This is an optimization exercise on Yosys and OpenROAD, whose aim is small area, a short achievable clock period and few clock cycles per item, not a production implementation. The RTL was checked by simulation tests, not by an equivalence proof against the original design. Power is estimated from default activity; no workload was simulated.

==> 06-12 <==
==> flow/design.v <==
module foreign_pfx_decoder #(
  parameter int unsigned WIN_BYTES = 8,
  parameter int unsigned TBL_WORDS = 16
) (
  input  logic                   clk,
  input  logic                   rst,
  input  logic                   is64,
  input  logic                   in_valid,
  output logic                   in_ready,
  input  logic [8*WIN_BYTES-1:0] in_bytes,
  input  logic                   flush,
  input  logic                   tbl_we,
  input  logic [3:0]             tbl_waddr,
  input  logic [63:0]            tbl_wdata,
  output logic                   out_valid,
  input  logic                   out_ready,
  output logic [7:0]             out_opcode,
  output logic [1:0]             out_map,
  output logic [1:0]             out_rep,
  output logic                   out_lock,
  output logic                   out_asz,
  output logic [4:0]             out_rex,
  output logic [3:0]             out_len,
  output logic [7:0]             out_modrm,
  output logic [7:0]             out_sib,
  output logic [5:0]             out_flags,
  output logic                   out_err
);
  logic en;              
  logic v0, v1, v2, ov;
  logic nov;             
  logic accept;
  assign en        = !ov || out_ready;
  assign in_ready  = nov || out_ready;
  assign accept    = in_valid && en && !flush;
  assign out_valid = ov;
  always_ff @(posedge clk or posedge rst) begin
    if (rst) begin
      v0  <= 1'b0;
      v1  <= 1'b0;
      v2  <= 1'b0;
      ov  <= 1'b0;
      nov <= 1'b1;
    end else if (flush) begin
      v0  <= 1'b0;
      v1  <= 1'b0;
      v2  <= 1'b0;
      ov  <= 1'b0;
      nov <= 1'b1;
    end else if (en) begin
      v0  <= accept;
      v1  <= v0;
      v2  <= v1;
      ov  <= v2;
      nov <= !v2;
    end
  end
  logic [7:0] pfx, e0, e1, ot, o0, o1, o2, o3, o;
  logic [8:0] run;
  logic [1:0] map;
  assign run[0] = 1'b1;
  for (genvar k = 0; k < 8; k++) begin : g_scan
    logic [7:0] b;
    assign b = in_bytes[8*k +: 8];
    assign pfx[k] = (b == 8'h66) || (b == 8'hF2) || (b == 8'hF3) || (b == 8'hF0) ||
                    (b == 8'h67) || (b == 8'h2E) || (b == 8'h36) || (b == 8'h3E) ||
                    (b == 8'h26) || (b == 8'h64) || (b == 8'h65) ||
                    (is64 && (b[7:4] == 4'h4));
    assign e0[k]    = b == 8'h0F;
    assign e1[k]    = (b == 8'h38) || (b == 8'h3A);
    assign ot[k]    = !pfx[k] && !e0[k];
    assign run[k+1] = run[k] && pfx[k];
    assign o0[k]    = run[k] && ot[k];
    if (k >= 1) begin : g_o1
      assign o1[k] = run[k-1] && e0[k-1] && !e1[k];
    end else begin : g_no1
      assign o1[k] = 1'b0;
    end
    if (k >= 2) begin : g_o2
      assign o2[k] = run[k-2] && e0[k-2] && e1[k-1];
      assign o3[k] = o2[k] && in_bytes[8*(k-1)+1];
    end else begin : g_no2
      assign o2[k] = 1'b0;
      assign o3[k] = 1'b0;
    end
    assign o[k] = o0[k] || o1[k] || o2[k];
  end
  assign map = {|o2, (|o1) || (|o3)};
  logic [63:0] r0_w;
  logic        r0_m64;
  logic [7:0]  r0_o, r0_pr;
  logic [1:0]  r0_map;
  always_ff @(posedge clk) begin
    if (en) begin
      r0_w   <= in_bytes;
      r0_m64 <= is64;
      r0_o   <= o;
      r0_pr  <= run[8:1];
      r0_map <= map;
    end
  end
  logic [7:0] rp1, rp2, rpv, lk, az, rxs, first, lr1, lr2;
  logic [7:0] bt [8];      
  logic [7:0] bt1 [8];     
  logic [7:0] bt2 [8];     
  logic [7:0] btp [4];     
  logic [7:0] lo1h [16];   
  logic [7:0] hi1h [4];    
  for (genvar k = 0; k < 8; k++) begin : g_sel
    logic [7:0] c;
    assign c = r0_w[8*k +: 8];
    assign rp1[k] = (c == 8'h66) || (c == 8'hF3);
    assign rp2[k] = (c == 8'hF2) || (c == 8'hF3);
    assign rpv[k] = rp1[k] || rp2[k];
    assign lk[k]  = c == 8'hF0;
    assign az[k]  = c == 8'h67;
    if (k >= 1) begin : g_rx
      assign first[k] = r0_pr[k-1] && !r0_pr[k];
      assign rxs[k]   = first[k] && r0_m64 && (r0_w[8*(k-1)+4 +: 4] == 4'h4);
    end else begin : g_nrx
      assign first[k] = 1'b0;
      assign rxs[k]   = 1'b0;
    end
    if (k >= 1) begin : g_lr
      logic [7:0] lastj;
      for (genvar j = 0; j < 8; j++) begin : g_j
        if (j < k - 1) begin : g_lt
          assign lastj[j] = rpv[j] && !(|rpv[k-1:j+1]);
        end else if (j == k - 1) begin : g_eq
          assign lastj[j] = rpv[j];
        end else begin : g_gt
          assign lastj[j] = 1'b0;
        end
      end
      assign lr1[k] = |(lastj & rp1);
      assign lr2[k] = |(lastj & rp2);
    end else begin : g_nlr
      assign lr1[k] = 1'b0;
      assign lr2[k] = 1'b0;
    end
    for (genvar i = 0; i < 8; i++) begin : g_bits
      assign bt[i][k] = c[i];
      if (k + 1 < 8) begin : g_b1
        assign bt1[i][k] = r0_w[8*(k+1)+i];
      end else begin : g_nb1
        assign bt1[i][k] = 1'b0;
      end
      if (k + 2 < 8) begin : g_b2
        assign bt2[i][k] = r0_w[8*(k+2)+i];
      end else begin : g_nb2
        assign bt2[i][k] = 1'b0;
      end
    end
    for (genvar i = 0; i < 16; i++) begin : g_lo
      assign lo1h[i][k] = c[3:0] == 4'(i);
    end
    for (genvar i = 0; i < 4; i++) begin : g_hi
      assign hi1h[i][k] = c[5:4] == 2'(i);
    end
    for (genvar i = 0; i < 4; i++) begin : g_bp
      if (k >= 1) begin : g_p
        assign btp[i][k] = r0_w[8*(k-1)+i];
      end else begin : g_np
        assign btp[i][k] = 1'b0;
      end
    end
  end
  logic [15:0] d_opc_lo;
  logic [3:0] d_opc_hi;
  logic [7:0] d_modrm, d_sib;
  logic [1:0] d_opc_top, d_rep;
  logic [4:0] d_rex;
  logic [3:0] d_len;
  logic       d_lock, d_asz, d_err;
  for (genvar i = 0; i < 8; i++) begin : g_mux
    assign d_modrm[i]  = |(r0_o & bt1[i]);
    assign d_sib[i]    = |(r0_o & bt2[i]);
  end
  for (genvar i = 0; i < 16; i++) begin : g_mlo
    assign d_opc_lo[i] = |(r0_o & lo1h[i]);
  end
  for (genvar i = 0; i < 4; i++) begin : g_mhi
    assign d_opc_hi[i] = |(r0_o & hi1h[i]);
  end
  for (genvar i = 0; i < 4; i++) begin : g_rex
    assign d_rex[i] = |(rxs & btp[i]);
  end
  assign d_opc_top = {|(r0_o & bt[7]), |(r0_o & bt[6])};
  assign d_rex[4]  = |rxs;
  assign d_rep     = {|(first & lr2), |(first & lr1)};
  assign d_lock    = |(lk & r0_pr);
  assign d_asz     = |(az & r0_pr);
  assign d_len     = {|(r0_o & 8'h80), |(r0_o & 8'h78), |(r0_o & 8'h66), |(r0_o & 8'h55)};
  assign d_err     = !(|r0_o);
  logic [15:0] r1_opc_lo;
  logic [3:0] r1_opc_hi;
  logic [7:0] r1_modrm, r1_sib;
  logic [1:0] r1_opc_top, r1_map, r1_rep;
  logic [4:0] r1_rex;
  logic [3:0] r1_len;
  logic       r1_lock, r1_asz, r1_err;
  always_ff @(posedge clk) begin
    if (en) begin
      r1_opc_top <= d_opc_top;
      r1_opc_hi  <= d_opc_hi;
      r1_opc_lo  <= d_opc_lo;
      r1_modrm   <= d_modrm;
      r1_sib     <= d_sib;
      r1_map     <= r0_map;
      r1_rep     <= d_rep;
      r1_rex     <= d_rex;
      r1_len     <= d_len;
      r1_lock    <= d_lock;
      r1_asz     <= d_asz;
      r1_err     <= d_err;
    end
  end
  logic [63:0]          tbl_q [TBL_WORDS];
  logic [TBL_WORDS-1:0] tbl_v;
  for (genvar w = 0; w < TBL_WORDS; w++) begin : g_tbl
    always_ff @(posedge clk) begin
      if (tbl_we && (tbl_waddr == 4'(w))) tbl_q[w] <= tbl_wdata;
    end
  end
  always_ff @(posedge clk or posedge rst) begin
    if (rst)         tbl_v <= '0;
    else if (tbl_we) tbl_v[tbl_waddr] <= 1'b1;
  end
  logic [15:0] wbit;
  logic [5:0]  opc_mid;
  for (genvar w = 0; w < 16; w++) begin : g_col
    logic [3:0] grp;
    for (genvar h = 0; h < 4; h++) begin : g_grp
      assign grp[h] = |(tbl_q[w][16*h +: 16] & r1_opc_lo);
    end
    assign wbit[w] = |(grp & r1_opc_hi);
  end
  for (genvar i = 0; i < 4; i++) begin : g_enc
    logic [15:0] m;
    for (genvar v = 0; v < 16; v++) begin : g_m
      assign m[v] = 1'((v >> i) & 1);
    end
    assign opc_mid[i] = |(r1_opc_lo & m);
  end
  assign opc_mid[4] = r1_opc_hi[1] || r1_opc_hi[3];
  assign opc_mid[5] = r1_opc_hi[2] || r1_opc_hi[3];
  logic [7:0]  r2_opcode, r2_modrm, r2_sib;
  logic [1:0]  r2_map, r2_rep;
  logic [4:0]  r2_rex;
  logic [3:0]  r2_len;
  logic        r2_lock, r2_asz, r2_err;
  logic [15:0] r2_wbit;
  always_ff @(posedge clk) begin
    if (en) begin
      r2_opcode <= {r1_opc_top, opc_mid};
      r2_modrm  <= r1_modrm;
      r2_sib    <= r1_sib;
      r2_map    <= r1_map;
      r2_rep    <= r1_rep;
      r2_rex    <= r1_rex;
      r2_len    <= r1_len;
      r2_lock   <= r1_lock;
      r2_asz    <= r1_asz;
      r2_err    <= r1_err;
      r2_wbit   <= wbit;
    end
  end
  logic [15:0] rowsel;
  logic        subreg, has_sib, rip_rel, no_base, no_index, trunc, modrm_in, sib_in;
  for (genvar w = 0; w < 16; w++) begin : g_row
    assign rowsel[w] = ({r2_map, r2_opcode[7:6]} == 4'(w)) && tbl_v[w];
  end
  assign subreg   = |(r2_wbit & rowsel);
  assign modrm_in = !r2_len[3];
  assign sib_in   = !(r2_len[3] || (r2_len[2] && r2_len[1] && r2_len[0]));
  assign has_sib  = (r2_modrm[7:6] != 2'b11) && (r2_modrm[2:0] == 3'b100);
  assign rip_rel  = (r2_modrm[7:6] == 2'b00) && (r2_modrm[2:0] == 3'b101);
  assign no_base  = has_sib && (r2_modrm[7:6] == 2'b00) && (r2_sib[2:0] == 3'b101);
  assign no_index = has_sib && (r2_sib[5:3] == 3'b100) && !r2_rex[1];
  assign trunc    = !modrm_in || (has_sib && !sib_in);
  always_ff @(posedge clk) begin
    if (en) begin
      out_opcode <= r2_opcode;
      out_map    <= r2_map;
      out_len    <= r2_len;
      out_modrm  <= r2_modrm;
      out_sib    <= r2_sib;
      out_err    <= r2_err;
      out_rep    <= r2_err ? 2'd0 : r2_rep;
      out_lock   <= r2_lock && !r2_err;
      out_asz    <= r2_asz && !r2_err;
      out_rex    <= r2_err ? 5'd0 : r2_rex;
      out_flags  <= r2_err ? 6'd0 : {subreg, has_sib, rip_rel, no_base, no_index, trunc};
    end
  end
endmodule
==> flow/run.sh <==
#!/bin/bash
# synth_recipe.tcl (not shown) runs the flow's synth.tcl, then flattens the netlist and writes it again
# the make line also repeats each setting of config.mk as NAME=value (left out here)
make -C /OpenROAD-flow-scripts/flow DESIGN_CONFIG=/design/flow/config.mk WORK_HOME=/design/flow/orfs CLKGATE_MAP_FILE= SYNTH_SCRIPT=/design/flow/synth_recipe.tcl finish
==> flow/config.mk <==
export PLATFORM = sky130hd
export DESIGN_NAME = foreign_pfx_decoder
export DESIGN_NICKNAME = foreign_pfx_decoder
export VERILOG_FILES = /design/flow/design.v
export SDC_FILE = /design/flow/constraint.sdc
export NUM_CORES = 4
export LEC_CHECK = 0
export ABC_CLOCK_PERIOD_IN_PS = 1500
export CAP_MARGIN = 20
export CORE_MARGIN = 2
export CORE_UTILIZATION = 55
export CTS_CLUSTER_DIAMETER = 80
export CTS_CLUSTER_SIZE = 24
export PLACE_DENSITY = 0.8
export SETUP_SLACK_MARGIN = 2.6
export SLEW_MARGIN = 20
==> flow/constraint.sdc <==
create_clock -name core_clock -period 5.0 [get_ports {clk}]
set_input_delay 1.0000 -clock core_clock [delete_from_list [all_inputs] [get_ports {clk}]]
set_output_delay 1.0000 -clock core_clock [all_outputs]
set_load 0.01 [all_outputs]
==> 08-27: changes against 06-12 <==
--- a/flow/design.v
+++ b/flow/design.v
@@ -28,31 +28,27 @@
 );
   logic en;              
   logic v0, v1, v2, ov;
-  logic nov;             
   logic accept;
   assign en        = !ov || out_ready;
-  assign in_ready  = nov || out_ready;
+  assign in_ready  = en;
   assign accept    = in_valid && en && !flush;
   assign out_valid = ov;
   always_ff @(posedge clk or posedge rst) begin
     if (rst) begin
-      v0  <= 1'b0;
-      v1  <= 1'b0;
-      v2  <= 1'b0;
-      ov  <= 1'b0;
-      nov <= 1'b1;
+      v0 <= 1'b0;
+      v1 <= 1'b0;
+      v2 <= 1'b0;
+      ov <= 1'b0;
     end else if (flush) begin
-      v0  <= 1'b0;
-      v1  <= 1'b0;
-      v2  <= 1'b0;
-      ov  <= 1'b0;
-      nov <= 1'b1;
+      v0 <= 1'b0;
+      v1 <= 1'b0;
+      v2 <= 1'b0;
+      ov <= 1'b0;
     end else if (en) begin
-      v0  <= accept;
-      v1  <= v0;
-      v2  <= v1;
-      ov  <= v2;
-      nov <= !v2;
+      v0 <= accept;
+      v1 <= v0;
+      v2 <= v1;
+      ov <= v2;
     end
   end
   logic [7:0] pfx, e0, e1, ot, o0, o1, o2, o3, o;
@@ -99,13 +95,13 @@
       r0_map <= map;
     end
   end
-  logic [7:0] rp1, rp2, rpv, lk, az, rxs, first, lr1, lr2;
+  logic [7:0] rp1, rp2, rpv, lk, az, rxs, rsel, later, first;
   logic [7:0] bt [8];      
   logic [7:0] bt1 [8];     
   logic [7:0] bt2 [8];     
   logic [7:0] btp [4];     
-  logic [7:0] lo1h [16];   
-  logic [7:0] hi1h [4];    
+  logic [7:0] lo1h [8];    
+  logic [7:0] hi1h [8];    
   for (genvar k = 0; k < 8; k++) begin : g_sel
     logic [7:0] c;
     assign c = r0_w[8*k +: 8];
@@ -121,22 +117,10 @@
       assign first[k] = 1'b0;
       assign rxs[k]   = 1'b0;
     end
-    if (k >= 1) begin : g_lr
-      logic [7:0] lastj;
-      for (genvar j = 0; j < 8; j++) begin : g_j
-        if (j < k - 1) begin : g_lt
-          assign lastj[j] = rpv[j] && !(|rpv[k-1:j+1]);
-        end else if (j == k - 1) begin : g_eq
-          assign lastj[j] = rpv[j];
-        end else begin : g_gt
-          assign lastj[j] = 1'b0;
-        end
-      end
-      assign lr1[k] = |(lastj & rp1);
-      assign lr2[k] = |(lastj & rp2);
-    end else begin : g_nlr
-      assign lr1[k] = 1'b0;
-      assign lr2[k] = 1'b0;
+    if (k < 7) begin : g_later
+      assign later[k] = |(rsel[7:k+1]);
+    end else begin : g_nlater
+      assign later[k] = 1'b0;
     end
     for (genvar i = 0; i < 8; i++) begin : g_bits
       assign bt[i][k] = c[i];
@@ -150,12 +134,8 @@
       end else begin : g_nb2
         assign bt2[i][k] = 1'b0;
       end
-    end
-    for (genvar i = 0; i < 16; i++) begin : g_lo
-      assign lo1h[i][k] = c[3:0] == 4'(i);
-    end
-    for (genvar i = 0; i < 4; i++) begin : g_hi
-      assign hi1h[i][k] = c[5:4] == 2'(i);
+      assign lo1h[i][k] = c[2:0] == 3'(i);
+      assign hi1h[i][k] = c[5:3] == 3'(i);
     end
     for (genvar i = 0; i < 4; i++) begin : g_bp
       if (k >= 1) begin : g_p
@@ -165,9 +145,8 @@
       end
     end
   end
-  logic [15:0] d_opc_lo;
-  logic [3:0] d_opc_hi;
-  logic [7:0] d_modrm, d_sib;
+  assign rsel = rpv & r0_pr;
+  logic [7:0] d_opc_hi, d_opc_lo, d_modrm, d_sib;
   logic [1:0] d_opc_top, d_rep;
   logic [4:0] d_rex;
   logic [3:0] d_len;
@@ -175,11 +154,7 @@
   for (genvar i = 0; i < 8; i++) begin : g_mux
     assign d_modrm[i]  = |(r0_o & bt1[i]);
     assign d_sib[i]    = |(r0_o & bt2[i]);
-  end
-  for (genvar i = 0; i < 16; i++) begin : g_mlo
     assign d_opc_lo[i] = |(r0_o & lo1h[i]);
-  end
-  for (genvar i = 0; i < 4; i++) begin : g_mhi
     assign d_opc_hi[i] = |(r0_o & hi1h[i]);
   end
   for (genvar i = 0; i < 4; i++) begin : g_rex
@@ -187,14 +162,12 @@
   end
   assign d_opc_top = {|(r0_o & bt[7]), |(r0_o & bt[6])};
   assign d_rex[4]  = |rxs;
-  assign d_rep     = {|(first & lr2), |(first & lr1)};
+  assign d_rep     = {|(rsel & ~later & rp2), |(rsel & ~later & rp1)};
   assign d_lock    = |(lk & r0_pr);
   assign d_asz     = |(az & r0_pr);
   assign d_len     = {|(r0_o & 8'h80), |(r0_o & 8'h78), |(r0_o & 8'h66), |(r0_o & 8'h55)};
   assign d_err     = !(|r0_o);
-  logic [15:0] r1_opc_lo;
-  logic [3:0] r1_opc_hi;
-  logic [7:0] r1_modrm, r1_sib;
+  logic [7:0] r1_opc_hi, r1_opc_lo, r1_modrm, r1_sib;
   logic [1:0] r1_opc_top, r1_map, r1_rep;
   logic [4:0] r1_rex;
   logic [3:0] r1_len;
@@ -229,21 +202,20 @@
   logic [15:0] wbit;
   logic [5:0]  opc_mid;
   for (genvar w = 0; w < 16; w++) begin : g_col
-    logic [3:0] grp;
-    for (genvar h = 0; h < 4; h++) begin : g_grp
-      assign grp[h] = |(tbl_q[w][16*h +: 16] & r1_opc_lo);
+    logic [7:0] grp;
+    for (genvar h = 0; h < 8; h++) begin : g_grp
+      assign grp[h] = |(tbl_q[w][8*h +: 8] & r1_opc_lo);
     end
     assign wbit[w] = |(grp & r1_opc_hi);
   end
-  for (genvar i = 0; i < 4; i++) begin : g_enc
-    logic [15:0] m;
-    for (genvar v = 0; v < 16; v++) begin : g_m
+  for (genvar i = 0; i < 3; i++) begin : g_enc
+    logic [7:0] m;
+    for (genvar v = 0; v < 8; v++) begin : g_m
       assign m[v] = 1'((v >> i) & 1);
     end
-    assign opc_mid[i] = |(r1_opc_lo & m);
-  end
-  assign opc_mid[4] = r1_opc_hi[1] || r1_opc_hi[3];
-  assign opc_mid[5] = r1_opc_hi[2] || r1_opc_hi[3];
+    assign opc_mid[i]   = |(r1_opc_lo & m);
+    assign opc_mid[i+3] = |(r1_opc_hi & m);
+  end
   logic [7:0]  r2_opcode, r2_modrm, r2_sib;
   logic [1:0]  r2_map, r2_rep;
   logic [4:0]  r2_rex;
Settings changed: CORE_UTILIZATION 55 to 40, PLACE_DENSITY 0.8 to unset.
==> 04-02: changes against 06-12 <==
--- a/flow/design.v
+++ b/flow/design.v
@@ -99,13 +99,13 @@
       r0_map <= map;
     end
   end
-  logic [7:0] rp1, rp2, rpv, lk, az, rxs, first, lr1, lr2;
+  logic [7:0] rp1, rp2, rpv, lk, az, rxs, rsel, later, first;
   logic [7:0] bt [8];      
   logic [7:0] bt1 [8];     
   logic [7:0] bt2 [8];     
   logic [7:0] btp [4];     
-  logic [7:0] lo1h [16];   
-  logic [7:0] hi1h [4];    
+  logic [7:0] lo1h [8];    
+  logic [7:0] hi1h [8];    
   for (genvar k = 0; k < 8; k++) begin : g_sel
     logic [7:0] c;
     assign c = r0_w[8*k +: 8];
@@ -121,22 +121,10 @@
       assign first[k] = 1'b0;
       assign rxs[k]   = 1'b0;
     end
-    if (k >= 1) begin : g_lr
-      logic [7:0] lastj;
-      for (genvar j = 0; j < 8; j++) begin : g_j
-        if (j < k - 1) begin : g_lt
-          assign lastj[j] = rpv[j] && !(|rpv[k-1:j+1]);
-        end else if (j == k - 1) begin : g_eq
-          assign lastj[j] = rpv[j];
-        end else begin : g_gt
-          assign lastj[j] = 1'b0;
-        end
-      end
-      assign lr1[k] = |(lastj & rp1);
-      assign lr2[k] = |(lastj & rp2);
-    end else begin : g_nlr
-      assign lr1[k] = 1'b0;
-      assign lr2[k] = 1'b0;
+    if (k < 7) begin : g_later
+      assign later[k] = |(rsel[7:k+1]);
+    end else begin : g_nlater
+      assign later[k] = 1'b0;
     end
     for (genvar i = 0; i < 8; i++) begin : g_bits
       assign bt[i][k] = c[i];
@@ -150,12 +138,8 @@
       end else begin : g_nb2
         assign bt2[i][k] = 1'b0;
       end
-    end
-    for (genvar i = 0; i < 16; i++) begin : g_lo
-      assign lo1h[i][k] = c[3:0] == 4'(i);
-    end
-    for (genvar i = 0; i < 4; i++) begin : g_hi
-      assign hi1h[i][k] = c[5:4] == 2'(i);
+      assign lo1h[i][k] = c[2:0] == 3'(i);
+      assign hi1h[i][k] = c[5:3] == 3'(i);
     end
     for (genvar i = 0; i < 4; i++) begin : g_bp
       if (k >= 1) begin : g_p
@@ -165,9 +149,8 @@
       end
     end
   end
-  logic [15:0] d_opc_lo;
-  logic [3:0] d_opc_hi;
-  logic [7:0] d_modrm, d_sib;
+  assign rsel = rpv & r0_pr;
+  logic [7:0] d_opc_hi, d_opc_lo, d_modrm, d_sib;
   logic [1:0] d_opc_top, d_rep;
   logic [4:0] d_rex;
   logic [3:0] d_len;
@@ -175,11 +158,7 @@
   for (genvar i = 0; i < 8; i++) begin : g_mux
     assign d_modrm[i]  = |(r0_o & bt1[i]);
     assign d_sib[i]    = |(r0_o & bt2[i]);
-  end
-  for (genvar i = 0; i < 16; i++) begin : g_mlo
     assign d_opc_lo[i] = |(r0_o & lo1h[i]);
-  end
-  for (genvar i = 0; i < 4; i++) begin : g_mhi
     assign d_opc_hi[i] = |(r0_o & hi1h[i]);
   end
   for (genvar i = 0; i < 4; i++) begin : g_rex
@@ -187,14 +166,12 @@
   end
   assign d_opc_top = {|(r0_o & bt[7]), |(r0_o & bt[6])};
   assign d_rex[4]  = |rxs;
-  assign d_rep     = {|(first & lr2), |(first & lr1)};
+  assign d_rep     = {|(rsel & ~later & rp2), |(rsel & ~later & rp1)};
   assign d_lock    = |(lk & r0_pr);
   assign d_asz     = |(az & r0_pr);
   assign d_len     = {|(r0_o & 8'h80), |(r0_o & 8'h78), |(r0_o & 8'h66), |(r0_o & 8'h55)};
   assign d_err     = !(|r0_o);
-  logic [15:0] r1_opc_lo;
-  logic [3:0] r1_opc_hi;
-  logic [7:0] r1_modrm, r1_sib;
+  logic [7:0] r1_opc_hi, r1_opc_lo, r1_modrm, r1_sib;
   logic [1:0] r1_opc_top, r1_map, r1_rep;
   logic [4:0] r1_rex;
   logic [3:0] r1_len;
@@ -229,21 +206,20 @@
   logic [15:0] wbit;
   logic [5:0]  opc_mid;
   for (genvar w = 0; w < 16; w++) begin : g_col
-    logic [3:0] grp;
-    for (genvar h = 0; h < 4; h++) begin : g_grp
-      assign grp[h] = |(tbl_q[w][16*h +: 16] & r1_opc_lo);
+    logic [7:0] grp;
+    for (genvar h = 0; h < 8; h++) begin : g_grp
+      assign grp[h] = |(tbl_q[w][8*h +: 8] & r1_opc_lo);
     end
     assign wbit[w] = |(grp & r1_opc_hi);
   end
-  for (genvar i = 0; i < 4; i++) begin : g_enc
-    logic [15:0] m;
-    for (genvar v = 0; v < 16; v++) begin : g_m
+  for (genvar i = 0; i < 3; i++) begin : g_enc
+    logic [7:0] m;
+    for (genvar v = 0; v < 8; v++) begin : g_m
       assign m[v] = 1'((v >> i) & 1);
     end
-    assign opc_mid[i] = |(r1_opc_lo & m);
-  end
-  assign opc_mid[4] = r1_opc_hi[1] || r1_opc_hi[3];
-  assign opc_mid[5] = r1_opc_hi[2] || r1_opc_hi[3];
+    assign opc_mid[i]   = |(r1_opc_lo & m);
+    assign opc_mid[i+3] = |(r1_opc_hi & m);
+  end
   logic [7:0]  r2_opcode, r2_modrm, r2_sib;
   logic [1:0]  r2_map, r2_rep;
   logic [4:0]  r2_rex;
Settings changed: CORE_UTILIZATION 55 to 50, PLACE_DENSITY 0.8 to 0.7, SETUP_SLACK_MARGIN 2.6 to 2.65.
==> comparison <==
The lowest first-iteration DRC count belongs to 08-27, the highest to 06-12.
Final cell count: 08-27 is larger than 04-02 (about 8%).
Design area: 06-12 > 08-27 > 04-02.
Against 08-27, the power of 06-12 is smaller by 0.51%.
Against 08-27, the clock skew of 04-02 is higher by 0.0014 ns.
Sequential power is about the same in 04-02 and 08-27.
The highest die area belongs to 08-27, the lowest to 06-12.
Combinational power: 04-02 > 08-27 > 06-12.
Against 08-27, the synthesized cell count of 04-02 is larger by 0.45%.
==> figures <==
metric                                                                     06-12         08-27         04-02
Outcome                                         no timing/DRC/antenna violations  no timing/DRC/antenna violations  no timing/DRC/antenna violations
Adder and majority gate portion of the synthesized area                   0.127%        0.128%        0.128%
Final wirelength                                                       167000 um     154000 um     153000 um
Die boundary width                                                        303 um        353 um        316 um
Count of different cell masters after synthesis                               89            73            69
Worst reg2reg path startpoint                                      r1_opc_lo[13]  r1_opc_lo[4]  r1_opc_lo[1]
Area of combinational cells with multiple inputs                     11100 sq um   10400 sq um   10500 sq um
Number of antenna violations at the first check in global routing              8            10             6
Met3 Resource Use GR                                                       9.32%         4.20%         7.38%
Post_cts resized                                                             256           184           281
Die Area                                                             92100 sq um  125000 sq um  100000 sq um
Power Total                                                              20.5 mW       20.6 mW       20.1 mW
Sequential Power Share                                                     61.0%         60.6%         62.0%
Power per cell area                                                  358 nW/um^2   366 nW/um^2   360 nW/um^2
Routed length on met2                                                   73700 um      74200 um      69800 um
Maximum clock frequency                                                0.383 GHz     0.398 GHz     0.403 GHz
Normalized max-slew margin                                                 17.6%         18.7%         20.4%
Initial cell density of the core                                           55.6%         40.2%         50.5%
Number of nets in the finished design                                       3422          3272          3273
Testbench counts of 06-12, summed over its fixed seeds: cycles 16,032, items 16,000.
Testbench counts of 08-27, summed over its fixed seeds: cycles 16,032, items 16,000.
Testbench counts of 04-02, summed over its fixed seeds: cycles 16,032, items 16,000.

[port drivers added, routing unchanged]
In the flow no input, the clock included, has a driving cell. The finished layouts below were timed again as built, in two steps.
Step 1 (the two cells are an assumption about what drives the block):
set clk [get_ports {clk}]
set_driving_cell -lib_cell sky130_fd_sc_hd__clkbuf_16 $clk
set_driving_cell -lib_cell sky130_fd_sc_hd__buf_2 [delete_from_list [all_inputs] $clk]
Step 2 also shifts input and output timing later by t, the mid clock arrival at the registers, as if the neighbouring blocks saw the same clock.
a / b / c = ideal / step 1 / step 2; a / b = the first two.
run | t (ns) | slack for setup (ns) | worst setup path at the end | latest minus earliest clock arrival (ns) | worst slew at a driven data input, ns
06-12 | 0.715 | 2.390 / 2.390 / 1.814 | input to register | 0.067 / 0.068 | 0.07
08-27 | 0.722 | 2.489 / 2.489 / 1.926 | input to register | 0.038 / 0.038 | 0.14
04-02 | 0.760 | 2.516 / 2.505 / 1.898 | input to register | 0.051 / 0.051 | 0.06
After both steps every run listed still meets setup and hold. The setup slack of 04-02, which loses most, moves by -0.011 ns with the drivers and by -0.618 ns with both steps.
